What follows belongs to an exercise in optimizing a design on an open flow for a short achievable clock period and few clock cycles; a production flow would make more cautious choices. Only simulation tests tie the RTL to the original design; equivalence was not proved. Power figures rest on the tool's default switching activity, not on a simulated workload.

==> flow/design.v <==
`default_nettype none
package isaPkg;
	typedef logic [31:0] Word;
	typedef logic [4:0] RegAddr;
	typedef logic [5:0] Opcode;
	typedef logic [5:0] Funct;
	typedef logic [15:0] Imm;
	localparam int OpcodeLsb = 26;
	localparam int RsLsb = 21;
	localparam int RtLsb = 16;
	localparam int RdLsb = 11;
	localparam int FunctLsb = 0;
	localparam int ImmLsb = 0;
	localparam Opcode OpArith = 6'b000000;  
	localparam Opcode OpAddi = 6'b001000;
	localparam Opcode OpAddiu = 6'b001001;
	localparam Funct FnAdd = 6'b100000;
	localparam Funct FnSub = 6'b100010;
	localparam Funct FnAnd = 6'b100100;
	localparam Funct FnBreak = 6'b001101;
	localparam Funct FnRte = 6'b010011;
endpackage
`default_nettype wire
`default_nettype none
package ctrlPkg;
	typedef enum logic [2:0] {
		FetchReq,
		FetchWait,
		Decode,
		Execute,
		WriteBack,
		Trap,
		Return
	} ControlState;
	typedef enum logic [1:0] {
		AluAdd = 2'b01,
		AluSub = 2'b10,
		AluAnd = 2'b11
	} AluOp;
	typedef enum logic {
		SrcAPc = 1'b0,
		SrcARegA = 1'b1
	} AluSrcA;
	typedef enum logic [1:0] {
		SrcBRegB = 2'b00,
		SrcBFour = 2'b01,
		SrcBImm = 2'b10
	} AluSrcB;
	typedef enum logic [1:0] {
		PcAlu = 2'b00,
		PcEpc = 2'b10,
		PcTrap = 2'b11
	} PcSource;
	typedef enum logic {
		DstRt = 1'b0,
		DstRd = 1'b1
	} RegDst;
endpackage
`default_nettype wire
`timescale 1ns/100ps
`default_nettype none
module memWaitTimer #(
	parameter int MemLatency = 3
) (
	input logic clk,
	input logic reset,
	input logic start,
	output logic done
);
	localparam int CountWidth = $clog2(MemLatency + 1);
	logic [CountWidth-1:0] count;
	always_ff @(posedge clk) begin
		if (reset) begin
			count <= '0;
		end else if (start) begin
			count <= CountWidth'(MemLatency);
		end else if (count != '0) begin
			count <= count - CountWidth'(1);
		end
	end
	assign done = count == CountWidth'(1);  
endmodule
`default_nettype wire
`timescale 1ns/100ps
`default_nettype none
module mainControl (
	input logic clk,
	input logic reset,
	output logic pcWrite,
	output logic epcWrite,
	output logic irWrite,
	output logic operandLoad,
	output logic aluOutLoad,
	output logic regWrite,
	output ctrlPkg::AluOp aluOp,
	output ctrlPkg::AluSrcA aluSrcA,
	output ctrlPkg::AluSrcB aluSrcB,
	output ctrlPkg::PcSource pcSource,
	output ctrlPkg::RegDst regDst,
	input isaPkg::Opcode opcode,
	input isaPkg::Funct funct,
	output logic timerStart,
	input logic timerDone,
	output logic instrRead
);
	ctrlPkg::ControlState state;
	ctrlPkg::ControlState nextState;
	logic isRType;
	logic isImmArith;
	assign isRType = opcode == isaPkg::OpArith;
	assign isImmArith = (opcode == isaPkg::OpAddi) || (opcode == isaPkg::OpAddiu);
	always_ff @(posedge clk) begin
		if (reset) begin
			state <= ctrlPkg::FetchReq;
		end else begin
			state <= nextState;
		end
	end
	always_comb begin
		nextState = state;
		case (state)
			ctrlPkg::FetchReq: nextState = ctrlPkg::FetchWait;
			ctrlPkg::FetchWait: begin
				if (timerDone) begin
					nextState = ctrlPkg::Decode;
				end
			end
			ctrlPkg::Decode: begin
				nextState = ctrlPkg::FetchReq;  
				if (isImmArith) begin
					nextState = ctrlPkg::Execute;
				end else if (isRType) begin
					case (funct)
						isaPkg::FnAdd, isaPkg::FnSub, isaPkg::FnAnd: nextState = ctrlPkg::Execute;
						isaPkg::FnBreak: nextState = ctrlPkg::Trap;
						isaPkg::FnRte: nextState = ctrlPkg::Return;
						default: nextState = ctrlPkg::FetchReq;
					endcase
				end
			end
			ctrlPkg::Execute: nextState = ctrlPkg::WriteBack;
			default: nextState = ctrlPkg::FetchReq;
		endcase
	end
	always_comb begin
		instrRead = 1'b0;
		timerStart = 1'b0;
		pcWrite = 1'b0;
		epcWrite = 1'b0;
		irWrite = 1'b0;
		operandLoad = 1'b0;
		aluOutLoad = 1'b0;
		regWrite = 1'b0;
		aluOp = ctrlPkg::AluAdd;  
		aluSrcA = ctrlPkg::SrcAPc;
		aluSrcB = ctrlPkg::SrcBFour;
		pcSource = ctrlPkg::PcAlu;
		regDst = ctrlPkg::DstRt;
		if (isRType) begin
			regDst = ctrlPkg::DstRd;
		end
		case (state)
			ctrlPkg::FetchReq: begin
				instrRead = !reset;  
				timerStart = !reset;
			end
			ctrlPkg::FetchWait: begin
				irWrite = timerDone;  
				pcWrite = timerDone;
			end
			ctrlPkg::Decode: operandLoad = 1'b1;
			ctrlPkg::Execute: begin
				aluOutLoad = 1'b1;
				aluSrcA = ctrlPkg::SrcARegA;
				aluSrcB = ctrlPkg::SrcBImm;
				if (isRType) begin
					aluSrcB = ctrlPkg::SrcBRegB;
					case (funct)
						isaPkg::FnSub: aluOp = ctrlPkg::AluSub;
						isaPkg::FnAnd: aluOp = ctrlPkg::AluAnd;
						default: aluOp = ctrlPkg::AluAdd;
					endcase
				end
			end
			ctrlPkg::WriteBack: regWrite = 1'b1;
			ctrlPkg::Trap: begin
				epcWrite = 1'b1;  
				pcWrite = 1'b1;
				pcSource = ctrlPkg::PcTrap;
			end
			ctrlPkg::Return: begin
				pcWrite = 1'b1;
				pcSource = ctrlPkg::PcEpc;
			end
			default: ;
		endcase
	end
endmodule
`default_nettype wire
`timescale 1ns/100ps
`default_nettype none
module pcUnit #(
	parameter isaPkg::Word ResetPc = '0,
	parameter isaPkg::Word TrapVector = 32'h100
) (
	input logic clk,
	input logic reset,
	input logic pcWrite,
	input logic epcWrite,
	input logic irWrite,
	input logic operandLoad,
	input logic aluOutLoad,
	input logic regWrite,
	input ctrlPkg::AluOp aluOp,
	input ctrlPkg::AluSrcA aluSrcA,
	input ctrlPkg::AluSrcB aluSrcB,
	input ctrlPkg::PcSource pcSource,
	input ctrlPkg::RegDst regDst,
	output isaPkg::Opcode opcode,
	output isaPkg::Funct funct,
	input isaPkg::Word instrData,
	input isaPkg::Word aluResult,
	output isaPkg::Word pc,
	output isaPkg::RegAddr rsAddr,
	output isaPkg::RegAddr rtAddr,
	output isaPkg::RegAddr rdAddr,
	output isaPkg::Imm imm
);
	isaPkg::Word epc;
	isaPkg::Word ir;
	isaPkg::Word nextPc;
	always_comb begin
		case (pcSource)
			ctrlPkg::PcEpc: nextPc = epc;
			ctrlPkg::PcTrap: nextPc = TrapVector;
			default: nextPc = aluResult;
		endcase
	end
	always_ff @(posedge clk) begin
		if (reset) begin
			pc <= ResetPc;
			ir <= '0;
		end else begin
			if (pcWrite) begin
				pc <= nextPc;
			end
			if (irWrite) begin
				ir <= instrData;
			end
		end
	end
	always_ff @(posedge clk) begin
		if (epcWrite) begin
			epc <= pc;
		end
	end
	assign opcode = ir[isaPkg::OpcodeLsb +: 6];
	assign funct = ir[isaPkg::FunctLsb +: 6];
	assign rsAddr = ir[isaPkg::RsLsb +: 5];
	assign rtAddr = ir[isaPkg::RtLsb +: 5];
	assign rdAddr = ir[isaPkg::RdLsb +: 5];
	assign imm = ir[isaPkg::ImmLsb +: 16];
endmodule
`default_nettype wire
`timescale 1ns/100ps
`default_nettype none
module regFile (
	input logic clk,
	input logic reset,
	input logic pcWrite,
	input logic epcWrite,
	input logic irWrite,
	input logic operandLoad,
	input logic aluOutLoad,
	input logic regWrite,
	input ctrlPkg::AluOp aluOp,
	input ctrlPkg::AluSrcA aluSrcA,
	input ctrlPkg::AluSrcB aluSrcB,
	input ctrlPkg::PcSource pcSource,
	input ctrlPkg::RegDst regDst,
	input isaPkg::RegAddr rsAddr,
	input isaPkg::RegAddr rtAddr,
	input isaPkg::RegAddr rdAddr,
	input isaPkg::Word writeData,
	output isaPkg::Word readA,
	output isaPkg::Word readB,
	output isaPkg::RegAddr writeAddr
);
	localparam int RegCount = 2 ** 5;
	isaPkg::Word regs [RegCount];
	assign writeAddr = (regDst == ctrlPkg::DstRd) ? rdAddr : rtAddr;
	always_ff @(posedge clk) begin
		if (reset) begin
			for (int i = 0; i < RegCount; i++) begin
				regs[i] <= '0;
			end
		end else if (regWrite && writeAddr != '0) begin
			regs[writeAddr] <= writeData;  
		end
	end
	assign readA = regs[rsAddr];
	assign readB = regs[rtAddr];
endmodule
`default_nettype wire
`timescale 1ns/100ps
`default_nettype none
module execUnit (
	input logic clk,
	input logic reset,
	input logic pcWrite,
	input logic epcWrite,
	input logic irWrite,
	input logic operandLoad,
	input logic aluOutLoad,
	input logic regWrite,
	input ctrlPkg::AluOp aluOp,
	input ctrlPkg::AluSrcA aluSrcA,
	input ctrlPkg::AluSrcB aluSrcB,
	input ctrlPkg::PcSource pcSource,
	input ctrlPkg::RegDst regDst,
	input isaPkg::Word pc,
	input isaPkg::Imm imm,
	input isaPkg::Word readA,
	input isaPkg::Word readB,
	output isaPkg::Word aluResult,
	output isaPkg::Word aluOut
);
	isaPkg::Word regA;
	isaPkg::Word regB;
	isaPkg::Word srcA;
	isaPkg::Word srcB;
	isaPkg::Word signExtImm;
	always_ff @(posedge clk) begin
		if (operandLoad) begin
			regA <= readA;
			regB <= readB;
		end
	end
	assign signExtImm = isaPkg::Word'(signed'(imm));
	assign srcA = (aluSrcA == ctrlPkg::SrcARegA) ? regA : pc;
	always_comb begin
		case (aluSrcB)
			ctrlPkg::SrcBRegB: srcB = regB;
			ctrlPkg::SrcBImm: srcB = signExtImm;
			default: srcB = 32'd4;
		endcase
	end
	always_comb begin
		case (aluOp)
			ctrlPkg::AluSub: aluResult = srcA - srcB;
			ctrlPkg::AluAnd: aluResult = srcA & srcB;
			default: aluResult = srcA + srcB;
		endcase
	end
	always_ff @(posedge clk) begin
		if (reset) begin
			aluOut <= '0;
		end else if (aluOutLoad) begin
			aluOut <= aluResult;
		end
	end
endmodule
`default_nettype wire
`timescale 1ns/100ps
`default_nettype none
module mipsCore #(
	parameter int MemLatency = 3,
	parameter isaPkg::Word ResetPc = '0,
	parameter isaPkg::Word TrapVector = 32'h100
) (
	input logic clk,
	input logic reset,
	input isaPkg::Word instrData,
	output logic instrRead,
	output isaPkg::Word instrAddr,
	output logic regWriteEn,
	output isaPkg::RegAddr regWriteAddr,
	output isaPkg::Word regWriteData
);
	logic pcWrite;
	logic epcWrite;
	logic irWrite;
	logic operandLoad;
	logic aluOutLoad;
	logic regWrite;
	ctrlPkg::AluOp aluOp;
	ctrlPkg::AluSrcA aluSrcA;
	ctrlPkg::AluSrcB aluSrcB;
	ctrlPkg::PcSource pcSource;
	ctrlPkg::RegDst regDst;
	isaPkg::Opcode opcode;  
	isaPkg::Funct funct;
	logic timerStart;
	logic timerDone;
	isaPkg::Word pc;
	isaPkg::Word aluResult;
	isaPkg::Word aluOut;
	isaPkg::Word readA;
	isaPkg::Word readB;
	isaPkg::RegAddr rsAddr;
	isaPkg::RegAddr rtAddr;
	isaPkg::RegAddr rdAddr;
	isaPkg::RegAddr writeAddr;
	isaPkg::Imm imm;
	mainControl control (
		.clk(clk),
		.reset(reset),
		.pcWrite(pcWrite),
		.epcWrite(epcWrite),
		.irWrite(irWrite),
		.operandLoad(operandLoad),
		.aluOutLoad(aluOutLoad),
		.regWrite(regWrite),
		.aluOp(aluOp),
		.aluSrcA(aluSrcA),
		.aluSrcB(aluSrcB),
		.pcSource(pcSource),
		.regDst(regDst),
		.opcode(opcode),
		.funct(funct),
		.timerStart(timerStart),
		.timerDone(timerDone),
		.instrRead(instrRead)
	);
	memWaitTimer #(.MemLatency(MemLatency)) timer (
		.clk(clk),
		.reset(reset),
		.start(timerStart),
		.done(timerDone)
	);
	pcUnit #(.ResetPc(ResetPc), .TrapVector(TrapVector)) pcBlock (
		.clk(clk),
		.reset(reset),
		.pcWrite(pcWrite),
		.epcWrite(epcWrite),
		.irWrite(irWrite),
		.operandLoad(operandLoad),
		.aluOutLoad(aluOutLoad),
		.regWrite(regWrite),
		.aluOp(aluOp),
		.aluSrcA(aluSrcA),
		.aluSrcB(aluSrcB),
		.pcSource(pcSource),
		.regDst(regDst),
		.opcode(opcode),
		.funct(funct),
		.instrData(instrData),
		.aluResult(aluResult),
		.pc(pc),
		.rsAddr(rsAddr),
		.rtAddr(rtAddr),
		.rdAddr(rdAddr),
		.imm(imm)
	);
	regFile regs (
		.clk(clk),
		.reset(reset),
		.pcWrite(pcWrite),
		.epcWrite(epcWrite),
		.irWrite(irWrite),
		.operandLoad(operandLoad),
		.aluOutLoad(aluOutLoad),
		.regWrite(regWrite),
		.aluOp(aluOp),
		.aluSrcA(aluSrcA),
		.aluSrcB(aluSrcB),
		.pcSource(pcSource),
		.regDst(regDst),
		.rsAddr(rsAddr),
		.rtAddr(rtAddr),
		.rdAddr(rdAddr),
		.writeData(aluOut),
		.readA(readA),
		.readB(readB),
		.writeAddr(writeAddr)
	);
	execUnit exec (
		.clk(clk),
		.reset(reset),
		.pcWrite(pcWrite),
		.epcWrite(epcWrite),
		.irWrite(irWrite),
		.operandLoad(operandLoad),
		.aluOutLoad(aluOutLoad),
		.regWrite(regWrite),
		.aluOp(aluOp),
		.aluSrcA(aluSrcA),
		.aluSrcB(aluSrcB),
		.pcSource(pcSource),
		.regDst(regDst),
		.pc(pc),
		.imm(imm),
		.readA(readA),
		.readB(readB),
		.aluResult(aluResult),
		.aluOut(aluOut)
	);
	assign instrAddr = pc;  
	assign regWriteEn = regWrite;
	assign regWriteAddr = writeAddr;
	assign regWriteData = aluOut;
endmodule
`default_nettype wire
==> flow/run.sh <==
#!/bin/bash
# synth_recipe.tcl (not shown) runs the flow's synth.tcl, then flattens the netlist and writes it again
# the make line also repeats each setting of config.mk as NAME=value (left out here)
make -C /OpenROAD-flow-scripts/flow DESIGN_CONFIG=/design/flow/config.mk WORK_HOME=/design/flow/orfs CLKGATE_MAP_FILE= SYNTH_SCRIPT=/design/flow/synth_recipe.tcl finish
==> flow/config.mk <==
export PLATFORM = sky130hd
export DESIGN_NAME = mipsCore
export DESIGN_NICKNAME = mipsCore
export VERILOG_FILES = /design/flow/design.v
export SDC_FILE = /design/flow/constraint.sdc
export NUM_CORES = 4
export LEC_CHECK = 0
export CAP_MARGIN = 20
export CORE_MARGIN = 2
export CORE_UTILIZATION = 40
export SLEW_MARGIN = 20
==> flow/constraint.sdc <==
create_clock -name core_clock -period 5.5 [get_ports {clk}]
set_input_delay 1.1000 -clock core_clock [delete_from_list [all_inputs] [get_ports {clk}]]
set_output_delay 1.1000 -clock core_clock [all_outputs]
set_load 0.01 [all_outputs]
==> results.sh <==
export IMPL_synth_edff_count=1120
export IMPL_synthAdderAreaFrac_pct=0.706
export IMPL_critical_path_required_ns=6.15
export IMPL_gr_total_overflow=0
export IMPL_finClkSkew_ns=0.0290
export IMPL_die_y_um=407
export IMPL_ys_top_cells_by_area="edfxtp_1 52%, mux4_2 22%, and2_1 9.6%, dfxtp_1 3.1%, clkbuf_1 2.0%"
export IMPL_io_buffers=104
export IMPL_core_rowCount=147
export IMPL_gp_congestion=0.937
export IMPL_grt_max_degree=84
export IMPL_finalCriticalPeriod_ns=5.21
export IMPL_worst_skew_pair_late_latency_ns=0.80
export IMPL_cts_buffer_depth=3
export IMPL_place_inst=6440
export IMPL_worst_slew_pin_slew_ns=1.15
export IMPL_synth_main_ff_cell="edfxtp_1"
export IMPL_cts_clk_slew_worst_paths_ns=0.06
export IMPL_yosys_warnings=5
export IMPL_die_w_um=407
export IMPL_drt_iter0_markers=6092
export IMPL_htree_num_levels=4
export IMPL_synth_top_area_share_pct=51.8
export IMPL_dieArea_um2=165000
export IMPL_grt_usage_pct=27.4
export IMPL_dpl_hpwl_um=132000
export IMPL_vdd_drop_max_v=0.000335
export IMPL_setup_violations=0
export IMPL_syn_instance_count=4425
export IMPL_synth_xor_area_share_pct=0.635
export IMPL_antenna_diode_count=0
export IMPL_clock_root_buffer="clkbuf_16"
export IMPL_synth_area_leader_cell="edfxtp_1"
export IMPL_stdcell_count=6682
export IMPL_antenna_found_initial=32
export IMPL_syn_avg_cell_area_um2=14.7
export IMPL_wirelength_um=226000
export IMPL_synthMuxAreaShare_pct=23.8
export IMPL_fin_nets=4490
export IMPL_synth_compound_area_share_pct=3.42
export IMPL_grt_pass1_wl_um=316000
export IMPL_drv_cap=0
export IMPL_report_final_slew_viol_count=0
export IMPL_ys_seq_area_share_pct=55.0
export IMPL_synth_top_family_by_area="multiplexers"
export IMPL_relSlewSlack_pct=23.7
export IMPL_max_freq_mhz=192
export IMPL_ios=105
export IMPL_mostFrequentLayoutCell="edfxtp_1"
export IMPL_crit_type="register to register"
export IMPL_hold_class="register to register"
export IMPL_cts_tree="done"
export IMPL_fin_util_pct=45.5
export IMPL_p_leak_nw=24.7
export IMPL_hold_path_depth=2
export IMPL_cp_max_fo=6
export IMPL_finalHoldViolCount=0
export IMPL_start_util_pct=40.4
export IMPL_rsz0062_at_grt="yes"
export IMPL_cts_made_buffers=135
export IMPL_cellPowerDensity_nw_per_um2=353
export IMPL_first_pass_iters=7
export IMPL_drc=0
export IMPL_fin_tns_setup_ns=0
export IMPL_ant_nets=0
export IMPL_drive_gt1_share_pct=25.5
export IMPL_synthSimpleGateAreaFrac_pct=13.8
export IMPL_pre_cts_ws_ns=0.170
export IMPL_syn2layout_area_growth_pct=12.9
export IMPL_ys_ff_latch=1221
export IMPL_reg2reg_depth=23
export IMPL_via_per_inst=6.20
export IMPL_final_cell_mix="1120 x edfxtp_1, 994 x and2_1, 640 x mux4_2"
export IMPL_ys_types=84
export IMPL_syn_area_um2=64900
export IMPL_critPathLaunchType="register"
export IMPL_route_vias_total=41400
export IMPL_clock_sinks=1221
export IMPL_core_area_um2=161000
export IMPL_fin_crit_sh_pct=94.7
export IMPL_worst_slack_ns=0.293
export IMPL_grt_pass1_vias=40600
export IMPL_status="no timing/DRC/antenna violations"
export IMPL_cp_arrival_ns=5.85
export IMPL_ys_async_sr_fraction_pct=0
export IMPL_detail_route_wl_per_cell_um=33.8
export IMPL_end_kind="register"
[sequential cells by signal, summed over array words and instances (netlist names)]
register / flops
regs.regs: 1024
pcBlock.ir: 32
exec.regB: 32
exec.regA: 32
pcBlock.epc: 32
pcBlock.pc: 32
control.state: 3
timer.count: 2
exec.aluOut: 32
[Yosys cell counts (6+ instances only)]
cell      number
edfxtp_1    1120
and2_1       994
mux4_2       640
clkbuf_1     338
nand2_1      260
nor2_1       152
a21oi_1      139
dfxtp_1      101
mux2_2        69
buf_1         61
o21ai_0       47
a211oi_1      38
ha_1          35
or2_2         32
nand3_1       30
xnor2_1       26
nor3_1        25
inv_1         23
xor2_1        21
a21o_1        19
buf_2         17
a31oi_1       16
mux2i_1       16
or3_1         13
a311oi_1      11
nand4_1       11
nor2b_1       11
o211ai_1      11
nand2b_1      10
nor3b_1       10
and3_1         8
nor4_1         7
o31ai_1        7
or4_1          7
o21a_1         6
o21bai_1       6
[final cells by class]
cell class / count / area [um^2]
fillers: 14000 / 87500
flip-flops and latches: 1221 / 35700
multi-input cells: 2785 / 27900
clock buffers: 171 / 3690
well taps: 2160 / 2700
repair buffers: 252 / 2530
clock inverters: 68 / 602
inverters: 25 / 93.8
[final timing paths]
path | from | to | slack (ns)
hold / removal | pcBlock.epc[1] | pcBlock.pc[1] | 0.47
setup reg to reg | pcBlock.ir[31] | exec.aluOut[31] | 0.29
hold reg to reg | pcBlock.epc[1] | pcBlock.pc[1] | 0.47
setup / recovery | pcBlock.ir[31] | exec.aluOut[31] | 0.29
[logic make-up after synthesis]
family          Yosys count
buf+inv                 450
flops                  1221
compound gates          348
other cells               1
simple gates           1594
xor+xnor                 47
mux                     728
fa+ha+maj                36
[report_power, final]
part	leakage, nW	internal (mW)	switching (mW)
registers	12.3	10.6	0.514
clock network	2.10	5.17	3.88
logic	10.4	2.44	3.19
total	24.7	18.2	7.58
[repair_timing]
action	4_1_cts	5_1_grt
buffers inserted	0	2
setup endpoints to repair	0	16
resized for setup	0	10
hold buffers	0	0
[worst max-delay path, cell delays in order, from the launching register on]
cell and delay [ns]:
dfxtp_1 0.33, nor4_4 0.35, and2_4 0.22, buf_4 0.13, mux2i_1 0.17, nand2b_1 0.15, ha_1 0.19, o2111ai_2 0.18
a31oi_4 0.25, o21ai_1 0.17, nand2b_1 0.22, a21oi_1 0.15, nor3b_1 0.07, a21oi_1 0.15, ha_2 0.26, nand3_2 0.10
or3_1 0.43, nor4_1 0.33, o21ai_2 0.16, a2111oi_4 0.35, o211ai_1 0.18, a211o_1 0.29, nand2_1 0.13, o41ai_2 0.09
[per-stage QoR]
stage	total power, mW	instance area (um^2)	hold WS [ns]
finish	25.8	73200	0.474
global route	26.6	73200	0.506
CTS	25.8	73100	0.476
detailed placement	16.9	68800	0.463
global placement	16.8	68800	0.456
floorplan	14.7	65000	0.449
[per-layer routing]
layer | share of wire [%] | track usage [%]
met2 | 47 | 43.3
met1 | 38 | 37.3
met3 | 11 | 6.47
met4 | 3.5 | 9.40
met5 | 0.0084 | 0
Testbench counts, summed over its fixed seeds: cycles 93,660.

[what the ideal ports hide]
In the flow no input, the clock included, has a driving cell. The finished layout below was timed again as built, in two steps. Step 1 sets driving cells, clkbuf_16 on the clock port and buf_2 on the other inputs (assumed; they add their load-dependent delay and slew). Step 2 moves the port delays by t, midway between the first and last clock arrival at a register: inputs arrive t later, outputs are due t later. That takes back most of the time a late clock gives input paths. a / b / c = ideal / step 1 / step 2; a / b = the first two.
t (ns): 0.873
setup WS [ns]: 0.293 / 0.293 / 0.293
hold WS [ns]: 0.474 / 0.474 / 0.474
worst setup path at the end: register to register
latest minus earliest clock arrival (ns): 0.038 / 0.038
After both steps this run still meets setup and hold. The setup slack of this run moves by 0.000 ns with the drivers and by 0.000 ns with both steps.
